This is an optimization exercise on Yosys and OpenROAD, whose aim is small area, not a production implementation. Function was checked by simulation only, so behaviour that the tests miss may differ from the original.

==> flow/design.v <==
package riscv_pkg;
  localparam int XLEN        = 32;
  localparam int TRACE_SEQ_W = 16;
  typedef struct packed {
    logic [XLEN-1:0] pc;
    logic [XLEN-1:0] instr;
    logic [4:0]      reg_addr;
    logic [XLEN-1:0] reg_data;
    logic [XLEN-1:0] mem_addr;
    logic [XLEN-1:0] mem_data;
    logic            mem_wrt;
    logic            mem_read;
  } retire_rec_t;
  typedef struct packed {
    retire_rec_t            rec;
    logic [TRACE_SEQ_W-1:0] seq;
  } trace_entry_t;
  localparam int ENTRY_W = 5 * XLEN + 5 + 2 + TRACE_SEQ_W;
endpackage
module trace_fifo_mem #(
  parameter int DEPTH = 16
) (
  input  logic               clk,
  input  logic [DEPTH-1:0]   wr_sel,      
  input  logic [DEPTH-1:0]   hold_sel,    
  input  logic [riscv_pkg::ENTRY_W-1:0] wr_data,
  input  logic [DEPTH-1:0]   rd_sel,      
  output logic [riscv_pkg::ENTRY_W-1:0] rd_data
);
  localparam int W = riscv_pkg::ENTRY_W;
  logic [W-1:0] mem [DEPTH];
  always_ff @(posedge clk) begin
    for (int i = 0; i < DEPTH; i++)
      mem[i] <= ({W{wr_sel[i]}} & wr_data) | ({W{hold_sel[i]}} & mem[i]);
  end
  always_comb begin
    rd_data = '0;
    for (int i = 0; i < DEPTH; i++)
      rd_data = rd_data | ({W{rd_sel[i]}} & mem[i]);
  end
endmodule
module retire_trace_buffer #(
  parameter int DEPTH  = 16,
  parameter int DROP_W = 16
) (
  input  logic                     clk_i,
  input  logic                     rstn_i,
  input  logic                     clear_i,
  input  logic                     update_i,
  input  logic [riscv_pkg::XLEN-1:0]          pc_i,
  input  logic [riscv_pkg::XLEN-1:0]          instr_i,
  input  logic [4:0]               reg_addr_i,
  input  logic [riscv_pkg::XLEN-1:0]          reg_data_i,
  input  logic [riscv_pkg::XLEN-1:0]          mem_addr_i,
  input  logic [riscv_pkg::XLEN-1:0]          mem_data_i,
  input  logic                     mem_wrt_i,
  input  logic                     mem_read_i,
  output logic                     trace_valid_o,
  input  logic                     trace_ready_i,
  output logic [riscv_pkg::XLEN-1:0]          trace_pc_o,
  output logic [riscv_pkg::XLEN-1:0]          trace_instr_o,
  output logic [4:0]               trace_reg_addr_o,
  output logic [riscv_pkg::XLEN-1:0]          trace_reg_data_o,
  output logic [riscv_pkg::XLEN-1:0]          trace_mem_addr_o,
  output logic [riscv_pkg::XLEN-1:0]          trace_mem_data_o,
  output logic                     trace_mem_wrt_o,
  output logic                     trace_mem_read_o,
  output logic [riscv_pkg::TRACE_SEQ_W-1:0]   trace_seq_o,
  output logic [$clog2(DEPTH):0]   count_o,
  output logic                     overflow_o,
  output logic [DROP_W-1:0]        drop_cnt_o
);
  localparam int AW = $clog2(DEPTH);
  localparam int CW = AW + 1;
  localparam logic [CW-1:0] FULL_CNT = CW'(DEPTH);
  logic [AW-1:0]          wr_ptr;
  logic [DEPTH-1:0]       wr_oh;
  logic [DEPTH-1:0]       rd_oh;    
  logic [CW-1:0]          count;
  logic [riscv_pkg::TRACE_SEQ_W-1:0] seq;
  logic                   overflow;
  logic [DROP_W-1:0]      drop_cnt;
  logic                   full, pop, push, drop;
  logic [DEPTH-1:0]       wr_sel, hold_sel;
  logic [riscv_pkg::ENTRY_W-1:0]     wr_bits, head_bits;
  riscv_pkg::trace_entry_t           head;
  assign full = (count == FULL_CNT);
  assign pop  = (count != '0) && trace_ready_i;
  assign push = update_i && !clear_i && (!full || pop);
  assign drop = update_i && full && !pop && !clear_i;
  assign wr_bits = {pc_i, instr_i, reg_addr_i, reg_data_i, mem_addr_i, mem_data_i,
                    mem_wrt_i, mem_read_i, seq};
  always_comb begin
    for (int i = 0; i < DEPTH; i++) begin
      wr_sel[i]   = push && wr_oh[i];
      hold_sel[i] = !push || (wr_ptr != AW'(i));
    end
  end
  trace_fifo_mem #(.DEPTH(DEPTH)) u_mem (
    .clk      (clk_i),
    .wr_sel   (wr_sel),
    .hold_sel (hold_sel),
    .wr_data  (wr_bits),
    .rd_sel   (rd_oh),
    .rd_data  (head_bits)
  );
  always_ff @(posedge clk_i or negedge rstn_i) begin
    if (!rstn_i) begin
      wr_ptr   <= '0;
      wr_oh    <= DEPTH'(1);
      rd_oh    <= DEPTH'(1);
      count    <= '0;
      seq      <= '0;
      overflow <= 1'b0;
      drop_cnt <= '0;
    end else if (clear_i) begin
      wr_ptr   <= '0;
      wr_oh    <= DEPTH'(1);
      rd_oh    <= DEPTH'(1);
      count    <= '0;
      seq      <= '0;
      overflow <= 1'b0;
      drop_cnt <= '0;
    end else begin
      if (push) begin
        wr_ptr <= wr_ptr + 1'b1;
        wr_oh  <= {wr_oh[DEPTH-2:0], wr_oh[DEPTH-1]};
      end
      if (pop)  rd_oh <= {rd_oh[DEPTH-2:0], rd_oh[DEPTH-1]};
      if (push && !pop)      count <= count + 1'b1;
      else if (!push && pop) count <= count - 1'b1;
      if (update_i) seq <= seq + 1'b1;
      if (drop) begin
        overflow <= 1'b1;
        if (drop_cnt != '1) drop_cnt <= drop_cnt + 1'b1;
      end
    end
  end
  assign head             = head_bits;
  assign trace_valid_o    = (count != '0);
  assign trace_pc_o       = head.rec.pc;
  assign trace_instr_o    = head.rec.instr;
  assign trace_reg_addr_o = head.rec.reg_addr;
  assign trace_reg_data_o = head.rec.reg_data;
  assign trace_mem_addr_o = head.rec.mem_addr;
  assign trace_mem_data_o = head.rec.mem_data;
  assign trace_mem_wrt_o  = head.rec.mem_wrt;
  assign trace_mem_read_o = head.rec.mem_read;
  assign trace_seq_o      = head.seq;
  assign count_o          = count;
  assign overflow_o       = overflow;
  assign drop_cnt_o       = drop_cnt;
endmodule
==> flow/config.mk <==
export PLATFORM = sky130hd
export DESIGN_NAME = retire_trace_buffer
export DESIGN_NICKNAME = retire_trace_buffer
export VERILOG_FILES = /design/flow/design.v
export SDC_FILE = /design/flow/constraint.sdc
export NUM_CORES = 4
export LEC_CHECK = 0
export CAP_MARGIN = 20
export CORE_MARGIN = 2
export CORE_UTILIZATION = 60
export CTS_CLUSTER_DIAMETER = 80
export CTS_CLUSTER_SIZE = 20
export SLEW_MARGIN = 20
==> flow/constraint.sdc <==
create_clock -name core_clock -period 8.0 [get_ports {clk_i}]
set_input_delay 1.6000 -clock core_clock [delete_from_list [all_inputs] [get_ports {clk_i}]]
set_output_delay 1.6000 -clock core_clock [all_outputs]
set_load 0.01 [all_outputs]
run.sh (not shown) runs the stock make flow with config.mk's settings and CLKGATE_MAP_FILE= SYNTH_SCRIPT=/design/flow/synth_recipe.tcl, a recipe that flattens the netlist after the stock synthesis.
Rerun with:
--- a/flow/config.mk
+++ b/flow/config.mk
@@ -10,3 +10,3 @@
 export CORE_UTILIZATION = 60
-export CTS_CLUSTER_DIAMETER = 80
+export CTS_BUF_LIST = sky130_fd_sc_hd__clkbuf_8
 export CTS_CLUSTER_SIZE = 20
Synthesized area is unchanged.
Via count is higher by 2.8%.
Hold slack degrades by 0.16 ns.
Cell area is higher by 4.2%.
Synthesized cell count stays the same.
Wire length climbs by 1.5%.
Rerun with:
--- a/flow/config.mk
+++ b/flow/config.mk
@@ -9,5 +9,3 @@
 export CORE_MARGIN = 2
-export CORE_UTILIZATION = 60
-export CTS_BUF_LIST = sky130_fd_sc_hd__clkbuf_8
-export CTS_CLUSTER_SIZE = 20
+export CORE_UTILIZATION = 40
 export SLEW_MARGIN = 20
Outcome:
- worst setup slack is better by 0.21 ns
- via count falls slightly
- count of clock-buffer cells in the layout falls by 132
- global-route usage falls by 13 points
- non-clock buffer count falls by 7
- hold slack is better by 0.15 ns
- synthesized area does not change
- utilization falls by 21 points
- final cell count rises by a little under a tenth
- synthesized cell count is unchanged

==> re-timing with driven ports <==
How much do the figures lean on ideal ports? The routed layouts below were timed once more, with nothing changed but the port constraints.
Step 1: set_driving_cell puts a clkbuf_16 on clk_i and a buf_2 on each other input, an assumption about the parent block.
Step 2, shift: input delay + t, output delay - t, t = (earliest + latest rising clock arrival at the registers) / 2. This alone moves slack from input paths to output paths.
Slacks: ideal ports / drivers / drivers and shift; pairs: ideal ports / drivers.
| run | t, ns | setup slack, ns | worst setup path after step 2 |
|---|---|---|---|
| the first run | 0.953 | 2.006 / 1.910 / 1.841 | input to register |
| the second run | 1.245 | 1.737 / 1.634 / 1.879 | input to register |
| the third run | 1.050 | 1.950 / 1.843 / 2.111 | input to register |
After both steps setup and hold are still met in every run listed. For the first run, which loses most, drivers alone change the setup slack by -0.096 ns; drivers and shift together by -0.165 ns.
